Source: an optimization exercise on an open RTL-to-GDS flow (aim: small area, a short achievable clock period and few clock cycles per item). Production flows keep margins and buffers that such runs may drop.
The RTL was checked by simulation tests, not by an equivalence proof against the original design.

## accel_tilt_angle_detector
module accel_tilt_angle_detector (
    input  logic        i_clk,
    input  logic        i_rst_n,
    input  logic        i_s_axis_tvalid,
    output logic        o_s_axis_tready,
    input  logic [31:0] i_s_axis_tdata,
    output logic        o_m_axis_tvalid,
    input  logic        i_m_axis_tready,
    output logic [23:0] o_m_axis_tdata,
    input  logic        i_cfg_we,
    input  logic [1:0]  i_cfg_addr,
    input  logic [9:0]  i_cfg_wdata
);
    logic [9:0] r_xoff, r_yoff, r_zoff;
    logic [6:0] r_limit;
    always_ff @(posedge i_clk) begin
        if (!i_rst_n) begin
            r_xoff  <= 10'd502;
            r_yoff  <= 10'd497;
            r_zoff  <= 10'd512;
            r_limit <= 7'd30;
        end else if (i_cfg_we) begin
            case (i_cfg_addr)
                2'd0: r_xoff  <= i_cfg_wdata;
                2'd1: r_yoff  <= i_cfg_wdata;
                2'd2: r_zoff  <= i_cfg_wdata;
                default: r_limit <= i_cfg_wdata[6:0];
            endcase
        end
    end
    logic w_acc;
    assign w_acc = i_s_axis_tvalid && o_s_axis_tready;
    logic [10:0] dfx_1;
    assign dfx_1 = {1'b0, i_s_axis_tdata[9:0]} - {1'b0, r_xoff};
    logic [9:0] dnx_2;
    assign dnx_2 = r_xoff - i_s_axis_tdata[9:0];
    logic [9:0] ax_3;
    assign ax_3 = dfx_1[10] ? dnx_2 : dfx_1[9:0];
    logic [10:0] dfy_4;
    assign dfy_4 = {1'b0, i_s_axis_tdata[19:10]} - {1'b0, r_yoff};
    logic [9:0] dny_5;
    assign dny_5 = r_yoff - i_s_axis_tdata[19:10];
    logic [9:0] ay_6;
    assign ay_6 = dfy_4[10] ? dny_5 : dfy_4[9:0];
    logic [10:0] dfz_7;
    assign dfz_7 = {1'b0, i_s_axis_tdata[29:20]} - {1'b0, r_zoff};
    logic [9:0] dnz_8;
  ...
For scale: roughly 18000 cells after synthesis, about 170000 µm² of cells after synthesis.
Settings: LEC_CHECK=0, ABC_AREA=1, CAP_MARGIN=20, CORE_MARGIN=2, CORE_UTILIZATION=40, CTS_CLUSTER_DIAMETER=100, CTS_CLUSTER_SIZE=25, SLEW_MARGIN=85; clock period 10.0 ns.
run.sh (not shown) runs the stock make flow with config.mk's settings and CLKGATE_MAP_FILE= SYNTH_SCRIPT=/design/flow/synth_recipe.tcl, a recipe that flattens the netlist after the stock synthesis.
The baseline finished with timing, DRC and antenna clean.
Testbench counts at the start, summed over its fixed seeds: cycles 3,496, items 3,200.
Edit:
- CORE_UTILIZATION: 40 -> 55
- PLACE_DENSITY: not set -> 0.68
- SLEW_MARGIN: 85 -> 70
Final cell count goes down by 9.3%.
Area after synthesis is unchanged.
Register-to-register slack gains 5.9 ns.
Die area fell by 27%.
Via count went down by 2.6%.
Wire length went down by 6.6%.
Synthesized cell count stays the same.
Count of clock-buffer cells in the layout drops by 26.
Edit:
- CORE_UTILIZATION: 55 -> 40
- PLACE_DENSITY: 0.68 -> not set
Result:
- global-route usage drops by 5.7 points
- die area climbs by well over a third
- clock-buffer cell count climbs by 10
- area after synthesis does not change
- register-to-register slack gets worse by 0.03 ns
- routed wire length climbs by a few percent
- core utilization drops by 16 points
Edit:
- CORE_UTILIZATION: 40 -> 55
- PLACE_DENSITY: not set -> 0.68
- SLEW_MARGIN: 70 -> 20
=> Final area went down by a few percent. Setup slack degrades by 0.27 ns. Worst hold slack degrades by 0.014 ns. Die area went down by a quarter to a third. Via count is about the same. Fmax went down by a few percent. Wire length went down by a few percent. Global-route usage went up by 5.6 points.


## job 105
accel_tilt_angle_detector, a different RTL version from the one above (not shown whole).
Size in the first run: roughly 3600 flip-flops, roughly 0.19 mm² of cells after synthesis.
export LEC_CHECK = 0
export ABC_AREA = 1
export CAP_MARGIN = 20
export CORE_MARGIN = 2
export CORE_UTILIZATION = 40
export SLEW_MARGIN = 20
create_clock -name core_clock -period 10.0 [get_ports {i_clk}]
Testbench counts of job 105, summed over its fixed seeds: cycles 3,496, items 3,200.
The inputs of job 103 differ from those of job 105 as listed below.
- ABC_AREA: 1 -> unset
Notes after the runs:
There was hardly any difference in area taken by flip-flops and latches between job 105 and job 103. Global-route wire length before repair (higher): job 105. Summary of job 103 over job 105: mux cell area share after synthesis moved up, setup slack lower, fraction of met1 tracks used by global routing -2.2 points, routed wire length shrank by 45000 µm, area overhead of the layout relative to synthesis now sits higher. [compare] base=job 105 new=job 103: total number of multi-input combinational cells shows a reduction of 16%, arithmetic-cell share of the synthesized area counting full adders, half adders and majority gates rose 0.48 points. Run comparison: job 103 termination of the worst setup path r_mem[11][16]$_DFFE_PP_; job 105 termination of the worst setup path r3_rpa[11]$_DFF_P_. When job 103 is measured against job 105, its clock period minus final worst setup slack turns out 640 ps higher.

==> afterwards: timing with drivers on the ports <==
In the flow no input, the clock included, has a driving cell. The finished layouts below were timed again as built, in two steps.
Step 1 sets driving cells, clkbuf_16 on the clock port and buf_2 on the other inputs (assumed; they add their load-dependent delay and slew).
Step 2, shift: input delay + t, output delay - t, t = (earliest + latest rising clock arrival at the registers) / 2. This alone moves slack from input paths to output paths.
Slacks: ideal ports / drivers / drivers and shift; pairs: ideal ports / drivers.
run | t, ns | setup WS [ns] | worst setup path at the end | worst slew at a driven data input, ns
the first run of note 1 | 1.034 | 0.575 / 0.575 / 0.575 | register to register | 0.25
the second run of note 1 | 0.982 | 6.134 / 6.035 / 5.487 | input to register | 0.07
the third run of note 1 | 1.006 | 6.040 / 5.936 / 5.383 | input to register | 0.25
the fourth run of note 1 | 0.972 | 5.774 / 5.774 / 5.061 | input to register | 0.08
job 105 | 1.077 | 5.481 / 5.481 / 5.323 | input to register | 0.16
job 103 | 1.042 | 4.845 / 4.845 / 4.845 | register to register | 0.06
After both steps every run listed still meets setup and hold. For the fourth run of note 1, which loses most, drivers alone change the setup slack by 0.000 ns; drivers and shift together by -0.713 ns.
